What follows belongs to an exercise in optimizing a design on an open flow for small area; a production flow would make more cautious choices.
In this exercise RTL edits were held to simulation tests only and were not proved equivalent to the original.
The flow treats the clock pin as an ideal source, which a real chip does not have.

run 1:
==> flow/design.v (excerpt) <==
module fir_tap_top (
    input  wire         clk_i,
    input  wire         rst_i,
    input  fir_tap_pkg::tap_sample_t sample_i,
    input  fir_tap_pkg::coeff_ctrl_t coeff_ctrl_i,
    input  fir_tap_pkg::acc_t        c_i,
    input  fir_tap_pkg::acc_t        pcin_i,
    output fir_tap_pkg::acc_t        p_o
);
Settings: LEC_CHECK=0, CAP_MARGIN=20, CORE_MARGIN=2, CORE_UTILIZATION=40, SLEW_MARGIN=20; clock period 7.0 ns.
standard.sh (not shown) runs the stock make flow with config.mk's settings and CLKGATE_MAP_FILE= SYNTH_SCRIPT=/design/flow/synth_recipe.tcl, a recipe that flattens the netlist after the stock synthesis.
==> flow/flow/run.sh <==
#!/bin/bash
# Own layout flow: the standard ORFS flow, with
#  - synthesis mapped by ABC for area (flow/abc.script) instead of ORFS's delay script;
#    everything else in synthesis, and so every register, is as in the standard synthesis
#  - port buffers of the smallest buffer cell, and no dummy clock-tree loads.
# Each step's full output is in orfs/logs/; make's own output in flow_*.log here.
set -euo pipefail
W=$(pwd)
F=$W/flow
export MY_ABC_SCRIPT=$F/abc.script
SYNTH="SYNTH_SCRIPT=$F/synth.tcl"
KNOBS=(ABC_AREA=1 ABC_CLOCK_PERIOD_IN_PS=7000
       "BUFFER_PORTS_ARGS=-buffer_cell sky130_fd_sc_hd__buf_1"
       "CTS_ARGS=-sink_clustering_enable -repair_clock_nets -dont_use_dummy_load")
if [[ -f $F/knobs.sh ]]; then source $F/knobs.sh; fi
make -C "$FLOW_HOME" DESIGN_CONFIG="$W/config.mk" WORK_HOME="$W/orfs" CLKGATE_MAP_FILE= \
  "$SYNTH" "${KNOBS[@]}" synth > "$W/flow_synth.log" 2>&1
make -C "$FLOW_HOME" DESIGN_CONFIG="$W/config.mk" WORK_HOME="$W/orfs" CLKGATE_MAP_FILE= \
  "$SYNTH" "${KNOBS[@]}" finish > "$W/flow_finish.log" 2>&1
R=$W/orfs/results/$FLOW_PLATFORM/fir_tap_top/base
: # left out here: write the final layout as DEF
==> flow/flow/abc.script <==
strash; dch; map -a; topo; stime -c
==> flow/flow/knobs.sh <==
KNOBS=(ABC_AREA=1 ABC_CLOCK_PERIOD_IN_PS=7000
       "BUFFER_PORTS_ARGS=-buffer_cell sky130_fd_sc_hd__buf_1"
       "CTS_ARGS=-sink_clustering_enable -repair_clock_nets -dont_use_dummy_load -buf_list {sky130_fd_sc_hd__clkbuf_4 sky130_fd_sc_hd__clkbuf_8}"
       GPL_TIMING_DRIVEN=0)
==> flow/flow/synth.tcl <==
proc synth {args} { yosys synth -nofsm -noshare -noabc {*}$args }
proc abc {args} {
  set i [lsearch -exact $args -script]
  if {$i >= 0 && [info exists ::env(MY_ABC_SCRIPT)]} {
    set args [lreplace $args [expr {$i + 1}] [expr {$i + 1}] $::env(MY_ABC_SCRIPT)]
  }
  yosys abc {*}$args
}
source $::env(SCRIPTS_DIR)/synth.tcl
# left out here: clear keep_hierarchy, flatten, clean up, hide names made inside functions, write 1_2_yosys.v
Run 1 went all the way through synthesis, placement and routing and the layout is clean on timing, DRC and antenna.
Input-level comparison between run 2 and run 1:
removed: flow/flow/knobs.sh
Results
Run 2 completed every stage of the flow, and the final layout passed the timing, design-rule and antenna checks. Higher setup slack of the critical path after layout among run 2 and run 1: run 1. Diff run 2 and run 1: worst hold-check slack lower in run 1. Global-route usage, run 2 and run 1, lower one = run 2. Delta (run 2 minus run 1): number of vias in the routed layout fell 240, critical path depth climbed 17%, final area picked up an extra 2.2%.
Changes in run 3 relative to run 2:
==> flow/flow/knobs.sh (new file) <==
KNOBS=(ABC_AREA=1 ABC_CLOCK_PERIOD_IN_PS=7000
       "BUFFER_PORTS_ARGS=-buffer_cell sky130_fd_sc_hd__buf_1"
       "CTS_ARGS=-sink_clustering_enable -repair_clock_nets -dont_use_dummy_load -buf_list sky130_fd_sc_hd__clkbuf_4 sky130_fd_sc_hd__clkbuf_8"
       GPL_TIMING_DRIVEN=0)
- Run 3: it failed with a tool error in clock tree synthesis, so there are no final results.
- Per-instance average area after synthesis came out exactly the same in run 3 and run 2.
- Changes observed in run 3 relative to run 2: placed standard-cell area moved down; placement-stage worst setup slack moved down; routability congestion estimate from global placement moved down; synthesized area level.
- Number of cells after detailed placement (run 2 / run 3): 1.07
Edits applied to the flow inputs when going from run 3 to run 4:
==> flow/flow/knobs.sh <==
KNOBS=(ABC_AREA=1 ABC_CLOCK_PERIOD_IN_PS=7000
       "BUFFER_PORTS_ARGS=-buffer_cell sky130_fd_sc_hd__buf_1"
       "CTS_ARGS=-sink_clustering_enable -repair_clock_nets -dont_use_dummy_load -buf_list {sky130_fd_sc_hd__clkbuf_4 sky130_fd_sc_hd__clkbuf_8}"
       GPL_TIMING_DRIVEN=0)
export SKEW_FIRST_BIT=8
export SKEW_CELLS="sky130_fd_sc_hd__dlygate4sd3_1 sky130_fd_sc_hd__dlygate4sd3_1"
KNOBS+=(PRE_CTS_TCL=$F/skew.tcl)
==> flow/flow/skew.tcl (new file) <==
# Useful skew for an internal pipeline register: the clock of the upper bits
# of the multiply-add result register (i_mult_path.mac_q, fed only by the
# cut-1 registers and feeding only the alignment register) is taken through
# a few delay cells, giving the multiply-add stage more of the cycle and the
# plain register-to-register stage after it less. No register that an input
# port feeds, or that feeds an output port, is touched.
set skew_first_bit $::env(SKEW_FIRST_BIT)
set skew_cells $::env(SKEW_CELLS)
set block [ord::get_db_block]
set db [ord::get_db]
set clk_net [$block findNet clk_i]
set sinks {}
foreach inst [$block getInsts] {
  set name [$inst getName]
  if {[regexp {^i_mult_path\.mac_q\\?\[([0-9]+)\\?\]} $name -> bit] && $bit >= $skew_first_bit} {
    lappend sinks $inst
  }
}
puts "skew: [llength $sinks] registers"
set xs 0; set ys 0
foreach inst $sinks {
  set loc [$inst getLocation]
  set xs [expr {$xs + [lindex $loc 0]}]
  set ys [expr {$ys + [lindex $loc 1]}]
}
set cx [expr {$xs / [llength $sinks]}]
set cy [expr {$ys / [llength $sinks]}]
set prev $clk_net
set i 0
foreach cell $skew_cells {
  set master [$db findMaster $cell]
  set inst [odb::dbInst_create $block $master "skew_dly_$i"]
  set net [odb::dbNet_create $block "clk_skew_$i"]
  $net setSigType CLOCK
  [$inst findITerm A] connect $prev
  [$inst findITerm X] connect $net
  $inst setLocation $cx $cy
  $inst setPlacementStatus PLACED
  set prev $net
  incr i
}
foreach inst $sinks {
  set it [$inst findITerm CLK]
  $it disconnect
  $it connect $prev
}
puts "skew: clock of [llength $sinks] registers through $skew_cells"
Findings:
Going from run 3 to run 4, synthesized area shows no meaningful change; number of buffers inserted by port buffering held; number of enable flip-flop cells after synthesis level; adder-cell share of the synthesized area ~0 delta.
Re routability congestion estimate from global placement: no difference whatsoever between run 3 and run 4.
Having completed the whole flow, run 4 delivered a layout that passed the timing, design-rule and antenna checks.
Reported for run 4 and run 3, half-perimeter wire length after placement turned out identical to the last digit.
Instance area after placement: run 4 vs run 3 identical
Going from run 3 to run 4, synthesized cell count now sits at about the same level; die span in x now sits at about the same level; synthesized-area fraction occupied by xor and xnor cells now sits at about the same level.
> inputs changed (run 4 -> run 5)
==> flow/flow/abc.script <==
strash; dch -f; amap; topo; stime -c
diff --git a/flow/flow/knobs.sh b/flow/flow/knobs.sh
--- a/flow/flow/knobs.sh
+++ b/flow/flow/knobs.sh
@@ -4,4 +4 @@
        GPL_TIMING_DRIVEN=0)
-export SKEW_FIRST_BIT=8
-export SKEW_CELLS="sky130_fd_sc_hd__dlygate4sd3_1 sky130_fd_sc_hd__dlygate4sd3_1"
-KNOBS+=(PRE_CTS_TCL=$F/skew.tcl)
removed: flow/flow/skew.tcl
Notes after the runs:
Although it ran to completion, run 5 produced a layout that fails the final checks because of negative setup slack.
Ratio of final minimum period to clock period in run 5 is 7.6 points higher than in run 4
Run 4 has a lower average vias per placed instance than run 5.
Run 5 against run 4: cell area now sits lower, die boundary width now sits lower, wire length of the first global-routing pass now sits higher, floorplan die area now sits lower, worst slew margin relative to its limit now sits lower.
The run showing the smaller parity-gate share of the synthesized area counting xor and xnor cells is run 5.
Of run 4 and run 5, the run reporting the lower number of cells on the critical path was run 4.

---

## run A
Another version of the RTL of fir_tap_top (not shown whole).
Size in the first run: ~1900 cells after synthesis, roughly 20000 um2 of cells after synthesis.
export LEC_CHECK = 0
export CAP_MARGIN = 20
export CORE_MARGIN = 2
export CORE_UTILIZATION = 40
export SLEW_MARGIN = 20
create_clock -name core_clock -period 7.0 [get_ports {clk_i}]
==> flow/flow/abc.script <==
strash; dch; map -a; topo; stime -c
==> flow/flow/knobs.sh <==
KNOBS=(ABC_AREA=1 ABC_CLOCK_PERIOD_IN_PS=7000
       "BUFFER_PORTS_ARGS=-buffer_cell sky130_fd_sc_hd__buf_1"
       "CTS_ARGS=-sink_clustering_enable -repair_clock_nets -dont_use_dummy_load -sink_clustering_size 20 -sink_clustering_max_diameter 50 -buf_list {sky130_fd_sc_hd__clkbuf_8}"
       GPL_TIMING_DRIVEN=0)
Scripts as last shown in full above: flow/flow/run.sh, flow/flow/synth.tcl
### run A -> run B
--- a/flow/flow/run.sh
+++ b/flow/flow/run.sh
@@ -2,4 +2,13 @@
-# Own layout flow: the standard ORFS flow, with
-#  - synthesis mapped by ABC for area (flow/abc.script) instead of ORFS's delay script;
-#    everything else in synthesis, and so every register, is as in the standard synthesis
-#  - port buffers of the smallest buffer cell, and no dummy clock-tree loads.
+# Own layout flow: the standard ORFS flow (same make targets, config.mk and
+# SDC), with these changes:
+#  - synthesis (flow/synth.tcl, synth_recipe.tcl with two wrappers): Yosys's
+#    synth runs with -noabc, so extract_fa finds the adder cells in clean
+#    gates rather than in ABC's inverted forms, and the final ABC mapping uses
+#    flow/abc.script (area-oriented "map -a") instead of ORFS's delay script.
+#    Every other synthesis step, and so every register, is as in the
+#    standard synthesis.
+#  - port buffers are the smallest buffer cell (buf_1), global placement is
+#    not timing driven (repair_timing after CTS and global routing still
+#    fixes setup), and CTS uses clkbuf_8 in clusters of up to 20 registers without dummy
+#    loads (flow/knobs.sh).
+# flow/knobs.sh, if present, adjusts the make variables.
### Flow results
On sequential share of layout area, run B and run A are basically level.
Delta (run B minus run A): routed length on met3 stayed essentially flat, post-layout worst setup margin roughly the same, portion of the layout cell area used by clock cells flat.
Final routed wirelength across all metal layers: run A vs run B identical
Run A -> run B: first-pass GRT wire length delta 0, exact match
Number of vias in the routed layout: run B vs run A identical
Overall track demand over capacity in global routing: run A vs run B identical
Diff run A..run B | met2 layer usage reported by global route | negligible
Diff run A..run B | total inserted antenna cells | unchanged
--- input diff run B..run C ---
==> flow/flow/run.sh <==
#!/bin/bash
# Own layout flow: the standard ORFS flow, with
#  - synthesis mapped by ABC for area (flow/abc.script) instead of ORFS's delay script;
#    everything else in synthesis, and so every register, is as in the standard synthesis
#  - port buffers of the smallest buffer cell, and no dummy clock-tree loads.
# Each step's full output is in orfs/logs/; make's own output in flow_*.log here.
set -euo pipefail
W=$(pwd)
F=$W/flow
export MY_ABC_SCRIPT=$F/abc.script
SYNTH="SYNTH_SCRIPT=$F/synth.tcl"
KNOBS=(ABC_AREA=1 ABC_CLOCK_PERIOD_IN_PS=7000
       "BUFFER_PORTS_ARGS=-buffer_cell sky130_fd_sc_hd__buf_1"
       "CTS_ARGS=-sink_clustering_enable -repair_clock_nets -dont_use_dummy_load")
if [[ -f $F/knobs.sh ]]; then source $F/knobs.sh; fi
make -C "$FLOW_HOME" DESIGN_CONFIG="$W/config.mk" WORK_HOME="$W/orfs" CLKGATE_MAP_FILE= \
  "$SYNTH" "${KNOBS[@]}" synth > "$W/flow_synth.log" 2>&1
make -C "$FLOW_HOME" DESIGN_CONFIG="$W/config.mk" WORK_HOME="$W/orfs" CLKGATE_MAP_FILE= \
  "$SYNTH" "${KNOBS[@]}" finish > "$W/flow_finish.log" 2>&1
R=$W/orfs/results/$FLOW_PLATFORM/fir_tap_top/base
: # left out here: write the final layout as DEF
==> flow/flow/knobs.sh <==
KNOBS=(ABC_AREA=1 ABC_CLOCK_PERIOD_IN_PS=7000
       "BUFFER_PORTS_ARGS=-buffer_cell sky130_fd_sc_hd__buf_1"
       "CTS_ARGS=-sink_clustering_enable -repair_clock_nets -dont_use_dummy_load -buf_list {sky130_fd_sc_hd__clkbuf_4 sky130_fd_sc_hd__clkbuf_8}"
       GPL_TIMING_DRIVEN=0)
### Flow results
- [compare] base=run B new=run C: overall routing resource usage essentially unchanged; sequential share of cell area decreased 0.21 points.
- Worst setup margin deteriorates in run C relative to run B.
- Actual slew at the worst max-slew pin: run C > run B
- Run C vs run B on proportion of cell area occupied by multi-input gates: run C is the lower one.
- ~same first-pass GRT wire length in run B and run C
- Run C ended up with a higher share of the core filled with cells in the final layout than run B did.
- Run C: worst hold slack is 0.018 ns higher than what run B reported.
The inputs of run D differ from those of run C as listed below.
--- a/flow/flow/run.sh
+++ b/flow/flow/run.sh
@@ -2,4 +2,13 @@
-# Own layout flow: the standard ORFS flow, with
-#  - synthesis mapped by ABC for area (flow/abc.script) instead of ORFS's delay script;
-#    everything else in synthesis, and so every register, is as in the standard synthesis
-#  - port buffers of the smallest buffer cell, and no dummy clock-tree loads.
+# Own layout flow: the standard ORFS flow (same make targets, config.mk and
+# SDC), with these changes:
+#  - synthesis (flow/synth.tcl, synth_recipe.tcl with two wrappers): Yosys's
+#    synth runs with -noabc, so extract_fa finds the adder cells in clean
+#    gates rather than in ABC's inverted forms, and the final ABC mapping uses
+#    flow/abc.script (area-oriented "map -a") instead of ORFS's delay script.
+#    Every other synthesis step, and so every register, is as in the
+#    standard synthesis.
+#  - port buffers are the smallest buffer cell (buf_1), global placement is
+#    not timing driven (repair_timing after CTS and global routing still
+#    fixes setup), and CTS uses clkbuf_8 in clusters of up to 20 registers without dummy
+#    loads (flow/knobs.sh).
+# flow/knobs.sh, if present, adjusts the make variables.
==> flow/flow/knobs.sh <==
KNOBS=(ABC_AREA=1 ABC_CLOCK_PERIOD_IN_PS=7000
       "BUFFER_PORTS_ARGS=-buffer_cell sky130_fd_sc_hd__buf_1"
       "CTS_ARGS=-sink_clustering_enable -repair_clock_nets -dont_use_dummy_load -sink_clustering_size 20 -sink_clustering_max_diameter 80 -buf_list {sky130_fd_sc_hd__clkbuf_8}"
       GPL_TIMING_DRIVEN=0)
--- outcome ---
Detailed route wirelength on metal3 | run D above run C
Compared with run C, run D shows time the final worst path needs with I/O delays and setup higher by 0.013 ns.
Per the comparison of run D with run C, hold slack lost 0.032 ns; all-layer global routing usage lost 0.29 points.
| worst setup slack | run D vs run C | 0.013 ns lower |

## re-timing with driven ports
No port has a modelled driver above. Below, the same layouts with a new extraction and two added sets of constraints.
Step 1 (the two cells are an assumption about what drives the block):
set clk [get_ports {clk_i}]
set_driving_cell -lib_cell sky130_fd_sc_hd__clkbuf_16 $clk
set_driving_cell -lib_cell sky130_fd_sc_hd__buf_2 [delete_from_list [all_inputs] $clk]
Step 2, shift: input delay + t, output delay - t, t = (earliest + latest rising clock arrival at the registers) / 2. This alone moves slack from input paths to output paths.
a / b / c = no drivers / after step 1 / after step 2; a / b = the first two.
| run | t (ns) | slack for setup (ns) | slew at the worst register clock pin (ns) | pins driven straight from the clock port |
|---|---|---|---|---|
| run 1 | 0.627 | 0.179 / 0.179 / -0.200 | 0.06 / 0.06 | 1 |
| run 2 | 0.621 | 0.147 / 0.147 / -0.184 | 0.06 / 0.06 | 1 |
| run 4 | 1.755 | 0.171 / 0.171 / -0.439 | 0.09 / 0.09 | 2 |
| run 5 | 0.658 | -0.360 / -0.360 / -0.586 | 0.08 / 0.08 | 1 |
| run A | 0.613 | 0.361 / 0.361 / -0.175 | 0.10 / 0.10 | 1 |
| run B | 0.613 | 0.361 / 0.361 / -0.175 | 0.10 / 0.10 | 1 |
| run C | 0.642 | 0.286 / 0.286 / -0.186 | 0.06 / 0.06 | 1 |
| run D | 0.619 | 0.273 / 0.273 / -0.164 | 0.12 / 0.12 | 1 |
Met with ideal ports but missed after step 2: setup timing in 7 of these runs. For run 4, which loses most, drivers alone change the setup slack by 0.000 ns; drivers and shift together by -0.610 ns.
